Background: an optimization exercise with open tools, aiming at small area, a short achievable clock period and few clock cycles per item. Do not read the settings as production practice. At most, simulation tests tie the RTL to the original design; equivalence was not proved.

==> module rsa_top, before the edit <==
module rsa_top (
  input  logic                     clk,
  input  logic                     resetn,
  input  logic                     param_valid,
  input  logic [2:0]               param_sel,
  input  logic [OPERAND_WIDTH-1:0] param_data,
  output logic                     param_ready,
  input  logic                     cmd_valid,
  input  logic [1:0]               cmd_op,
  output logic                     cmd_ready,
  output logic                     result_valid,
  output logic [OPERAND_WIDTH-1:0] result_data,
  input  logic                     result_ready,
  output logic                     busy
);
  logic                     param_fire;
  logic                     exp_fire;
  logic [OPERAND_WIDTH-1:0] modulus;
  logic [OPERAND_WIDTH-1:0] base;
  logic [OPERAND_WIDTH-1:0] r2_mod_n;
  logic [EXP_BITS-1:0]      exponent;
  logic                     exp_done;
  assign param_ready = ~busy;
  assign cmd_ready   = ~busy;
  assign param_fire  = param_valid & ~busy;
  assign exp_fire    = cmd_valid & ~busy & (cmd_op == OP_EXP);
  always_ff @(posedge clk) begin
    if (param_fire) begin
      case (param_sel)
        PARAM_MODULUS:  modulus  <= param_data;
        PARAM_BASE:     base     <= param_data;
        PARAM_R2_MOD_N: r2_mod_n <= param_data;
        PARAM_EXPONENT: exponent <= param_data[EXP_BITS-1:0];
        default: begin
        end
      endcase
    end
  end
  always_ff @(posedge clk) begin
    if (!resetn) begin
      busy         <= 1'b0;
      result_valid <= 1'b0;
    end else begin
      if (exp_fire) begin
        busy <= 1'b1;
      end else if (result_valid && result_ready) begin
        busy <= 1'b0;
      end
      if (exp_done) begin
        result_valid <= 1'b1;
      end else if (result_ready) begin
        result_valid <= 1'b0;
      end
    end
  end
  logic                     ph_init;
  logic                     ph_iter;
  logic                     ph_res;
  logic                     ph_sub;
  logic [3:0]               it_cnt;
  logic [4:0]               rnd;
  logic                     last_rnd;
  logic                     conv_rnd;
  logic                     e_bit;
  logic                     acc_take;
  logic                     mm_clear;
  assign last_rnd = (rnd == 5'd16);
  assign e_bit    = exponent[rnd[3:0] - 4'd1];
  assign acc_take = !conv_rnd && e_bit;
  assign exp_done = ph_sub & last_rnd;
  assign mm_clear = ph_init | ph_sub;
  always_ff @(posedge clk) begin
    if (!resetn) begin
      ph_init <= 1'b0;
      ph_iter <= 1'b0;
      ph_res  <= 1'b0;
      ph_sub  <= 1'b0;
    end else begin
      ph_init <= exp_fire;
      ph_res  <= ph_iter & (it_cnt == 4'd15);
      ph_sub  <= ph_res;
      if (ph_init | (ph_sub & ~last_rnd)) begin
        ph_iter <= 1'b1;
      end else if (it_cnt == 4'd15) begin
        ph_iter <= 1'b0;
      end
    end
  end
  always_ff @(posedge clk) begin
    if (ph_init) begin
      rnd      <= '0;
      conv_rnd <= 1'b1;
    end else if (ph_sub) begin
      rnd      <= rnd + 5'd1;
      conv_rnd <= 1'b0;
    end
    if (ph_iter) begin
      it_cnt <= it_cnt + 4'd1;
    end else begin
      it_cnt <= '0;
    end
  end
  logic [OPERAND_WIDTH-1:0] sq;
  logic [OPERAND_WIDTH-1:0] acc;
  logic [1:0]               a_bits;
  logic [1:0]               a_fetch;
  logic [OPERAND_WIDTH-1:0] a_src;
  logic [ACC_WIDTH:0]       sq_sum;
  logic [ACC_WIDTH:0]       acc_sum;
  logic [ACC_WIDTH-1:0]     sq_sn, sq_cn, acc_sn, acc_cn;
  logic [ACC_WIDTH-1:0]     sq_sn_nxt, sq_cn_nxt, acc_sn_nxt, acc_cn_nxt;
  logic [ACC_WIDTH-1:0]     neg_n;
  assign a_src   = conv_rnd ? base : sq;
  assign a_fetch = a_src[{it_cnt + 4'd1, 1'b0} +: 2];
  always_ff @(posedge clk) begin
    if (ph_init) begin
      a_bits <= base[1:0];
    end else if (ph_sub) begin
      a_bits <= sq_sum[ACC_WIDTH] ? sq_sum[1:0] : sq[1:0];
    end else begin
      a_bits <= a_fetch;
    end
  end
  always_ff @(posedge clk) begin
    if (ph_init) begin
      sq  <= r2_mod_n;
      acc <= {{(OPERAND_WIDTH-1){1'b0}}, |modulus[OPERAND_WIDTH-1:1]};
    end else begin
      if (ph_res | (ph_sub & sq_sum[ACC_WIDTH])) begin
        sq <= sq_sum[OPERAND_WIDTH-1:0];
      end
      if (acc_take & (ph_res | (ph_sub & acc_sum[ACC_WIDTH]))) begin
        acc <= acc_sum[OPERAND_WIDTH-1:0];
      end
    end
  end
  assign result_data = acc;
  function automatic logic [ACC_WIDTH:0] pp_add(input logic [ACC_WIDTH-1:0] x,
                                                input logic [ACC_WIDTH-1:0] y,
                                                input logic                 cin);
    logic [ACC_WIDTH-1:0] g, p, gg, pp, g2, p2;
    logic [ACC_WIDTH:0]   cc;
    g  = x & y;
    p  = x ^ y;
    gg = g;
    pp = p;
    gg[0] = g[0] | (p[0] & cin);
    for (int l = 0; l < 6; l++) begin
      g2 = gg;
      p2 = pp;
      for (int i = 0; i < ACC_WIDTH; i++) begin
        if (((i >> l) & 1) == 1) begin
          g2[i] = gg[i] | (pp[i] & gg[((i >> l) << l) - 1]);
          p2[i] = pp[i] & pp[((i >> l) << l) - 1];
        end
      end
      gg = g2;
      pp = p2;
    end
    cc = {gg, cin};
    pp_add = {cc[ACC_WIDTH], p ^ cc[ACC_WIDTH-1:0]};
  endfunction
  assign neg_n   = {1'b1, ~modulus[OPERAND_WIDTH-1:1], 1'b1};
  assign sq_sum  = ~pp_add(sq_sn, sq_cn, 1'b1);
  assign acc_sum = ~pp_add(acc_sn, acc_cn, 1'b1);
  mont_digit dig_sq (
    .s_n     (sq_sn),
    .c_n     (sq_cn),
    .a_bits  (a_bits),
    .b       (sq),
    .modulus (modulus),
    .s_nxt_n (sq_sn_nxt),
    .c_nxt_n (sq_cn_nxt)
  );
  mont_digit dig_acc (
    .s_n     (acc_sn),
    .c_n     (acc_cn),
    .a_bits  (a_bits),
    .b       (acc),
    .modulus (modulus),
    .s_nxt_n (acc_sn_nxt),
    .c_nxt_n (acc_cn_nxt)
  );
  logic sel_res, sel_step;
  assign sel_res  = ph_res;
  assign sel_step = ~ph_res & ~mm_clear;
  always_ff @(posedge clk) begin
    sq_sn  <= ({ACC_WIDTH{~sel_res}} | ~sq_sum[ACC_WIDTH-1:0])  & ({ACC_WIDTH{~sel_step}} | sq_sn_nxt);
    sq_cn  <= ({ACC_WIDTH{~sel_res}} | ~neg_n)                  & ({ACC_WIDTH{~sel_step}} | sq_cn_nxt);
    acc_sn <= ({ACC_WIDTH{~sel_res}} | ~acc_sum[ACC_WIDTH-1:0]) & ({ACC_WIDTH{~sel_step}} | acc_sn_nxt);
    acc_cn <= ({ACC_WIDTH{~sel_res}} | ~neg_n)                  & ({ACC_WIDTH{~sel_step}} | acc_cn_nxt);
  end
endmodule
==> flow/config.mk <==
export PLATFORM = sky130hd
export DESIGN_NAME = rsa_top
export DESIGN_NICKNAME = rsa_top
export VERILOG_FILES = /design/flow/design.v
export SDC_FILE = /design/flow/constraint.sdc
export NUM_CORES = 4
export LEC_CHECK = 0
export CAP_MARGIN = 20
export CORE_MARGIN = 2
export CORE_UTILIZATION = 55
export CTS_CLUSTER_DIAMETER = 100
export CTS_CLUSTER_SIZE = 26
export SETUP_SLACK_MARGIN = 4.85
export SLEW_MARGIN = 20
export SYNTH_HIERARCHICAL = 1
==> flow/constraint.sdc <==
create_clock -name core_clock -period 8.0 [get_ports {clk}]
set_input_delay 1.6000 -clock core_clock [delete_from_list [all_inputs] [get_ports {clk}]]
set_output_delay 1.6000 -clock core_clock [all_outputs]
set_load 0.01 [all_outputs]
standard.sh (not shown) runs the stock make flow with config.mk's settings and CLKGATE_MAP_FILE= SYNTH_SCRIPT=/design/flow/synth_recipe.tcl, a recipe that flattens the netlist after the stock synthesis.
==> flow/flow/run.sh <==
#!/bin/bash
# Standard layout, with plain buffers on the ports instead of delay cells.
set -e
export BUFFER_PORTS_ARGS="-buffer_cell sky130_fd_sc_hd__buf_2"
bash standard.sh > standard.log 2>&1
Then changed:
--- a/flow/design.v
+++ b/flow/design.v
@@ -201,40 +201,15 @@
       if (acc_take & (ph_res | (ph_sub & acc_sum[ACC_WIDTH]))) begin
         acc <= acc_sum[OPERAND_WIDTH-1:0];
       end
     end
   end
   assign result_data = acc;
-  function automatic logic [ACC_WIDTH:0] pp_add(input logic [ACC_WIDTH-1:0] x,
-                                                input logic [ACC_WIDTH-1:0] y,
-                                                input logic                 cin);
-    logic [ACC_WIDTH-1:0] g, p, gg, pp, g2, p2;
-    logic [ACC_WIDTH:0]   cc;
-    g  = x & y;
-    p  = x ^ y;
-    gg = g;
-    pp = p;
-    gg[0] = g[0] | (p[0] & cin);
-    for (int l = 0; l < 6; l++) begin
-      g2 = gg;
-      p2 = pp;
-      for (int i = 0; i < ACC_WIDTH; i++) begin
-        if (((i >> l) & 1) == 1) begin
-          g2[i] = gg[i] | (pp[i] & gg[((i >> l) << l) - 1]);
-          p2[i] = pp[i] & pp[((i >> l) << l) - 1];
-        end
-      end
-      gg = g2;
-      pp = p2;
-    end
-    cc = {gg, cin};
-    pp_add = {cc[ACC_WIDTH], p ^ cc[ACC_WIDTH-1:0]};
-  endfunction
   assign neg_n   = {1'b1, ~modulus[OPERAND_WIDTH-1:1], 1'b1};
-  assign sq_sum  = ~pp_add(sq_sn, sq_cn, 1'b1);
-  assign acc_sum = ~pp_add(acc_sn, acc_cn, 1'b1);
+  assign sq_sum  = ~({1'b0, sq_sn} + {1'b0, sq_cn} + {{ACC_WIDTH{1'b0}}, 1'b1});
+  assign acc_sum = ~({1'b0, acc_sn} + {1'b0, acc_cn} + {{ACC_WIDTH{1'b0}}, 1'b1});
   mont_digit dig_sq (
     .s_n     (sq_sn),
     .c_n     (sq_cn),
     .a_bits  (a_bits),
     .b       (sq),
     .modulus (modulus),
Effect:
- sequential cell count does not change
- worst hold slack gains 0.0044 ns
- first-iteration DRC count is higher by 20%
- global-route usage is lower by 0.75 points
- sequential share of layout area is higher by 1.1 points
- count of clock-buffer cells in the layout is lower by 1
- synthesized cell count is higher by 7.9%
- utilization is lower by 4.1 points
Testbench counts after the change, summed over its fixed seeds: cycles 40,192, items 128.
No functional check of the RTL was part of the first run of this note.

[static timing again, ports no longer ideal]
How much do the figures lean on ideal ports? The routed layouts below were timed once more, with nothing changed but the port constraints. Step 1 sets driving cells, clkbuf_16 on the clock port and buf_2 on the other inputs (assumed; they add their load-dependent delay and slew). Step 2 moves the port delays by t, midway between the first and last clock arrival at a register: inputs arrive t later, outputs are due t later. That takes back most of the time a late clock gives input paths. Three values: no drivers, after step 1, after step 2; two values: the first two.
| run | t (ns) | setup WS [ns] | hold WS [ns] | worst setup path after step 2 | worst register clock-pin slew, ns |
|---|---|---|---|---|---|
| the first run | 0.586 | 4.312 / 4.312 / 4.312 | 0.483 / 0.483 / 0.483 | register to register | 0.11 / 0.11 |
| the second run | 0.589 | 4.892 / 4.892 / 4.647 | 0.488 / 0.488 / 0.488 | input to register | 0.11 / 0.11 |
After both steps every run listed still meets setup and hold. The setup slack of the second run, which loses most, moves by 0.000 ns with the drivers and by -0.245 ns with both steps.
